From an optimization exercise on the open Yosys and OpenROAD flow, aimed at small area; shortcuts taken in it are not production practice.
At most, simulation tests tie the RTL to the original design; equivalence was not proved.

== run 1 ==
==> flow/design.v <==
package icache_ctrl_mb_pkg;
    localparam logic [5:0] REG_ENABLE    = 6'h00;
    localparam logic [5:0] REG_FLUSH     = 6'h01;
    localparam logic [5:0] REG_SEL_FLUSH = 6'h02;
    localparam logic [5:0] REG_STATUS    = 6'h03;
    localparam logic [5:0] REG_CLEAR     = 6'h04;
    localparam logic [5:0] REG_CNT_EN    = 6'h05;
    localparam logic [1:0] REG_HIT_PAGE   = 2'b01;
    localparam logic [1:0] REG_TRANS_PAGE = 2'b10;
    localparam logic [31:0] BADD_DATA = 32'hBADD_A555;
    typedef enum logic [2:0] {
        IDLE,
        WAIT_BYP,
        WAIT_FL,
        WAIT_SEL,
        DONE
    } state_e;
endpackage
module icache_stat_cnt_bank #(
    parameter int NB_CORES  = 8,
    parameter int CNT_WIDTH = 16
) (
    input  logic                 clk_i,
    input  logic                 clear,
    input  logic                 clear_n,
    input  logic                 enable,
    input  logic [NB_CORES-1:0]  hit_evt,
    input  logic [NB_CORES-1:0]  trans_evt,
    input  logic [2*NB_CORES-1:0] rd_sel,     
    input  logic [2*NB_CORES-1:0] rd_sel_n,   
    output logic [CNT_WIDTH-1:0] rd_x,
    output logic [CNT_WIDTH-1:0] rd_y
);
    localparam int N = 2 * NB_CORES;
    logic [CNT_WIDTH-1:0] st [N];
    logic [N-1:0]         evt;
    assign evt = {trans_evt, hit_evt};
    for (genvar c = 0; c < N; c++) begin : g_cnt
        logic [CNT_WIDTH:0]   cy;    
        logic [CNT_WIDTH-1:0] d;
        logic                 sat, sat_n;
        icg_nand2 u_c0 (.a(enable), .b(evt[c]), .y(cy[0]));
        for (genvar i = 0; i < CNT_WIDTH; i++) begin : g_bit
            logic s;
            if (i % 2 == 0) begin : g_inv
                icg_nor2  u_t (.a(cy[i]), .b(st[c][i]), .y(cy[i+1]));
                icg_a21oi u_s (.a1(st[c][i]), .a2(cy[i]), .b1(cy[i+1]), .y(s));
                icg_o21ai u_d (.a1(s), .a2(sat), .b1(clear_n), .y(d[i]));
            end else begin : g_true
                icg_nand2 u_t (.a(st[c][i]), .b(cy[i]), .y(cy[i+1]));
                icg_o21ai u_s (.a1(st[c][i]), .a2(cy[i]), .b1(cy[i+1]), .y(s));
                icg_a21oi u_d (.a1(s), .a2(sat_n), .b1(clear), .y(d[i]));
            end
        end
        assign sat_n = cy[CNT_WIDTH];
        icg_inv u_sat (.a(sat_n), .y(sat));
        always_ff @(posedge clk_i) begin
            st[c] <= d;
        end
    end
    for (genvar i = 0; i < CNT_WIDTH; i++) begin : g_rd
        if (i % 2 == 0) begin : g_inv
            logic [7:0] w;
            for (genvar k = 0; k < 8; k++) begin : g_pair
                icg_o22ai u_m (.a1(st[2*k][i]), .a2(rd_sel_n[2*k]), .b1(st[2*k+1][i]),
                               .b2(rd_sel_n[2*k+1]), .y(w[k]));
            end
            icg_nor4 u_ga (.a(w[0]), .b(w[1]), .c(w[2]), .d(w[3]), .y(rd_x[i]));
            icg_nor4 u_gb (.a(w[4]), .b(w[5]), .c(w[6]), .d(w[7]), .y(rd_y[i]));
        end else begin : g_true
            logic [5:0] z;
            for (genvar k = 0; k < 5; k++) begin : g_tri
                icg_a222oi u_m (.a1(st[3*k][i]), .a2(rd_sel[3*k]), .b1(st[3*k+1][i]),
                                .b2(rd_sel[3*k+1]), .c1(st[3*k+2][i]), .c2(rd_sel[3*k+2]), .y(z[k]));
            end
            icg_nand2 u_m15 (.a(st[15][i]), .b(rd_sel[15]), .y(z[5]));
            icg_nand3 u_ga (.a(z[0]), .b(z[1]), .c(z[2]), .y(rd_x[i]));
            icg_nand3 u_gb (.a(z[3]), .b(z[4]), .c(z[5]), .y(rd_y[i]));
        end
    end
endmodule
module icg_inv (input logic a, output logic y);
    assign y = ~a;
endmodule
module icg_nand2 (input logic a, input logic b, output logic y);
    assign y = ~(a & b);
endmodule
module icg_nor2 (input logic a, input logic b, output logic y);
    assign y = ~(a | b);
endmodule
module icg_nand3 (input logic a, input logic b, input logic c, output logic y);
    assign y = ~(a & b & c);
endmodule
module icg_nor4 (input logic a, input logic b, input logic c, input logic d, output logic y);
    assign y = ~(a | b | c | d);
endmodule
module icg_a21oi (input logic a1, input logic a2, input logic b1, output logic y);
    assign y = ~((a1 & a2) | b1);
endmodule
module icg_o21ai (input logic a1, input logic a2, input logic b1, output logic y);
    assign y = ~((a1 | a2) & b1);
endmodule
module icg_o22ai (input logic a1, input logic a2, input logic b1, input logic b2, output logic y);
    assign y = ~((a1 | a2) & (b1 | b2));
endmodule
module icg_a222oi (input logic a1, input logic a2, input logic b1, input logic b2, input logic c1,
                   input logic c2, output logic y);
    assign y = ~((a1 & a2) | (b1 & b2) | (c1 & c2));
endmodule
module icache_ctrl_unit_mb #(
    parameter int NB_BANKS  = 8,
    parameter int NB_CORES  = 8,
    parameter int ID_WIDTH  = 9,
    parameter int CNT_WIDTH = 16
) (
    input  logic                  clk_i,
    input  logic                  rst_ni,
    input  logic                  bus_req_i,
    input  logic [31:0]           bus_add_i,
    input  logic                  bus_wen_i,
    input  logic [31:0]           bus_wdata_i,
    input  logic [3:0]            bus_be_i,
    input  logic [ID_WIDTH-1:0]   bus_id_i,
    output logic                  bus_gnt_o,
    output logic                  bus_r_valid_o,
    output logic                  bus_r_opc_o,
    output logic [ID_WIDTH-1:0]   bus_r_id_o,
    output logic [31:0]           bus_r_rdata_o,
    output logic [NB_BANKS-1:0]   bypass_req_o,
    input  logic [NB_BANKS-1:0]   bypass_ack_i,
    output logic [NB_BANKS-1:0]   flush_req_o,
    input  logic [NB_BANKS-1:0]   flush_ack_i,
    output logic                  sel_flush_req_o,
    output logic [31:0]           sel_flush_addr_o,
    input  logic                  sel_flush_ack_i,
    input  logic [NB_CORES-1:0]   hit_evt_i,
    input  logic [NB_CORES-1:0]   trans_evt_i,
    output logic [2:0]            state_dbg
);
    logic [2:0]           state;
    logic                 cnt_en;
    logic                 r_valid_q;
    logic                 r_opc_q;
    logic [ID_WIDTH-1:0]  r_id_q;
    logic [31:0]          x_q;
    logic [31:0]          x_d;
    logic [15:0]          lo_d;
    logic [CNT_WIDTH-1:0] cnt_rdata;
    logic [CNT_WIDTH-1:0] cnt_rd_x, cnt_rd_y;
    logic [2*NB_CORES-1:0] cnt_sel;
    logic [5:0]           idx;
    logic                 idle, w_byp, w_fl, w_sel, done;
    logic                 wr, rd;
    logic                 wr_en, wr_fl, wr_sel, wr_clr, wr_cen, wr_hs;
    logic                 cnt_page, rd_en, rd_stat, rd_cen, bad;
    logic                 byp_match, fl_done;
    logic [NB_BANKS-1:0]  fl_next;
    logic                 clear_cnt, clear_cnt_n;
    logic                 unused_bits;
    assign idx   = bus_add_i[7:2];
    assign idle  = ~(state[2] | state[1] | state[0]);
    assign w_byp = state[0] & ~state[1];
    assign w_fl  = state[1] & ~state[0];
    assign w_sel = state[1] & state[0];
    assign done  = state[2];
    assign wr     = idle & bus_req_i & ~bus_wen_i;
    assign rd     = idle & bus_wen_i;
    assign wr_en  = wr & (idx == 6'h00);
    assign wr_fl  = wr & (idx == 6'h01);
    assign wr_sel = wr & (idx == 6'h02);
    assign wr_clr = wr & (idx == 6'h04);
    assign wr_cen = wr & (idx == 6'h05);
    assign wr_hs  = wr_en | wr_fl | wr_sel;
    assign byp_match = (bypass_ack_i == bypass_req_o);
    assign fl_next   = flush_req_o & ~flush_ack_i;
    assign fl_done   = (fl_next == '0);
    assign cnt_page = (idx[5] ^ idx[4]) & ~idx[3];
    assign rd_en    = (idx == 6'h00);
    assign rd_stat  = (idx == 6'h03);
    assign rd_cen   = (idx == 6'h05);
    assign bad      = ~(cnt_page | rd_en | rd_stat | rd_cen);
    for (genvar k = 0; k < 2 * NB_CORES; k++) begin : g_sel
        assign cnt_sel[k] = rd & cnt_page & ({idx[5], idx[2:0]} == 4'(k));
    end
    for (genvar i = 0; i < CNT_WIDTH; i++) begin : g_rdat
        if (i % 2 == 0) begin : g_even
            assign cnt_rdata[i] = ~(cnt_rd_x[i] & cnt_rd_y[i]);
        end else begin : g_odd
            assign cnt_rdata[i] = cnt_rd_x[i] | cnt_rd_y[i];
        end
    end
    always_comb begin
        lo_d = 16'h0;
        if (rd) begin
            if (cnt_page)     lo_d = 16'h0;
            else if (rd_en)   lo_d = {8'h0, ~bypass_req_o};
            else if (rd_stat) lo_d = {8'h0, ~bypass_ack_i};
            else if (rd_cen)  lo_d = 16'(cnt_en);
            else              lo_d = 16'hA555;
        end
    end
    assign clear_cnt   = wr_clr | ~rst_ni;
    assign clear_cnt_n = ~clear_cnt;
    assign unused_bits = ^{bus_be_i, bus_add_i[31:8], bus_add_i[1:0]};
    assign bus_gnt_o       = idle & bus_req_i;
    assign bus_r_valid_o   = r_valid_q;
    assign bus_r_opc_o     = r_opc_q;
    assign bus_r_id_o      = r_id_q;
    assign bus_r_rdata_o   = x_q;
    assign sel_flush_addr_o = x_q;
    assign sel_flush_req_o = w_sel;
    assign state_dbg       = state;
    always_ff @(posedge clk_i or negedge rst_ni) begin
        if (!rst_ni) begin
            state        <= 3'd0;
            bypass_req_o <= '1;
            flush_req_o  <= '0;
            cnt_en       <= 1'b0;
            r_valid_q    <= 1'b0;
        end else begin
            state[2]  <= (w_byp & byp_match) | (w_fl & fl_done) | (w_sel & sel_flush_ack_i);
            state[1]  <= (wr_fl | wr_sel) | (w_fl & ~fl_done) | (w_sel & ~sel_flush_ack_i);
            state[0]  <= (wr_en | wr_sel) | (w_byp & ~byp_match) | (w_sel & ~sel_flush_ack_i);
            r_valid_q <= (idle & bus_req_i & ~wr_hs) | (w_byp & byp_match) | (w_fl & fl_done)
                       | (w_sel & sel_flush_ack_i);
            if (wr_en) bypass_req_o <= ~bus_wdata_i[NB_BANKS-1:0];
            flush_req_o <= wr_fl ? bus_wdata_i[NB_BANKS-1:0] : fl_next;
            if (wr_cen) cnt_en <= bus_wdata_i[0];
        end
    end
    assign x_d = ({32{wr_sel}} & bus_wdata_i)
               | {(rd & bad) ? 16'hBADD : 16'h0, lo_d | 16'(cnt_rdata)};
    always_ff @(posedge clk_i) begin
        r_opc_q <= wr & ~(wr_hs | wr_clr | wr_cen);
        if (idle) r_id_q <= bus_id_i;
        if (!(w_sel && !sel_flush_ack_i)) x_q <= x_d;
    end
    icache_stat_cnt_bank #(
        .NB_CORES  (NB_CORES),
        .CNT_WIDTH (CNT_WIDTH)
    ) u_cnt (
        .clk_i     (clk_i),
        .clear     (clear_cnt),
        .clear_n   (clear_cnt_n),
        .enable    (cnt_en),
        .hit_evt   (hit_evt_i),
        .trans_evt (trans_evt_i),
        .rd_sel    (cnt_sel),
        .rd_sel_n  (~cnt_sel),
        .rd_x      (cnt_rd_x),
        .rd_y      (cnt_rd_y)
    );
endmodule
Settings: LEC_CHECK=0, ABC_AREA=1, CAP_MARGIN=20, CORE_MARGIN=2, CORE_UTILIZATION=60, PLACE_DENSITY=0.72, SLEW_MARGIN=20, SYNTH_HIERARCHICAL=1; clock period 6.0 ns.
standard.sh (not shown) runs the stock make flow with config.mk's settings and CLKGATE_MAP_FILE= SYNTH_SCRIPT=/design/flow/synth_recipe.tcl, a recipe that flattens the netlist after the stock synthesis.
==> flow/flow/run.sh <==
#!/bin/bash
# The standard layout (bash standard.sh), with three changes to how it is made:
#  - synthesis maps with an area-only ABC script (flow/abc_area.script: amap, no buffering or
#    upsizing), so the single-gate modules of the RTL map onto single cells;
#  - the port buffers are buf_1 cells;
#  - the clock tree is built from small clock buffers.
# Each step's output goes to a log file of its own in this folder.
set -euo pipefail
here=$(pwd)
rm -rf "$here/scripts_own"
cp -r "$FLOW_HOME/scripts" "$here/scripts_own"
cp "$here/flow/abc_area.script" "$here/scripts_own/abc_area.script"
export SCRIPTS_DIR="$here/scripts_own"
export BUFFER_PORTS_ARGS="-buffer_cell sky130_fd_sc_hd__buf_1"
export CTS_ARGS="-sink_clustering_enable -repair_clock_nets -dont_use_dummy_load -buf_list sky130_fd_sc_hd__clkbuf_4 -sink_clustering_size 10 -sink_clustering_max_diameter 40"
bash standard.sh > "$here/standard_flow.log" 2>&1
==> flow/flow/abc_area.script <==
strash
dch
amap
topo
stime -c
Run 1 went all the way through the flow, and no timing, DRC or antenna check failed.
Here is what was changed in the inputs of run 2 compared with run 1.
diff --git a/flow/design.v b/flow/design.v
--- a/flow/design.v
+++ b/flow/design.v
@@ -231,11 +231,11 @@
     assign x_d = ({32{wr_sel}} & bus_wdata_i)
                | {(rd & bad) ? 16'hBADD : 16'h0, lo_d | 16'(cnt_rdata)};
     always_ff @(posedge clk_i) begin
         r_opc_q <= wr & ~(wr_hs | wr_clr | wr_cen);
         if (idle) r_id_q <= bus_id_i;
-        if (!(w_sel && !sel_flush_ack_i)) x_q <= x_d;
+        x_q <= x_d | ({32{w_sel & ~sel_flush_ack_i}} & x_q);
     end
     icache_stat_cnt_bank #(
         .NB_CORES  (NB_CORES),
         .CNT_WIDTH (CNT_WIDTH)
     ) u_cnt (
==> comparison <==
Run 2 vs run 1 — first-pass GRT wire length dropped slightly
In the metrics for run 2 and run 1, the one carrying the higher via count is run 2.
Diff run 2..run 1 | total of buffers placed on input and output ports | unchanged
Going from run 1 to run 2, number of clock sinks did not really move; worst hold slack went down; placeable core area went down.
Run 2 vs run 1 on share of the core filled with cells in the final layout: run 2 is the lower one.
For run 2, only the layout was checked, not whether the RTL still works.

-- separate check: timing with driven ports --
The results above use ideal ports. As a check the final layouts listed here were re-extracted and re-timed, cells and wires unchanged. Step 1 assumes that a clkbuf_16 drives the clock port and a buf_2 every other input. Step 2 adds t to the input delays and takes it off the output delays; t is the mean of the earliest and latest rising clock arrival at the registers after step 1. Input paths then give back, and output paths get back, about the clock's delay inside the block. a / b / c = ideal ports / drivers / drivers and shift; a / b = the first two.
run	t (ns)	setup slack, ns	worst setup path after step 2
run 1	0.699	1.638 / 1.638 / 1.173	input to register
run 2	0.681	1.581 / 1.581 / 1.371	input to register
After both steps setup and hold are still met in every run listed. The setup slack of run 1, which loses most, moves by 0.000 ns with the drivers and by -0.465 ns with both steps.
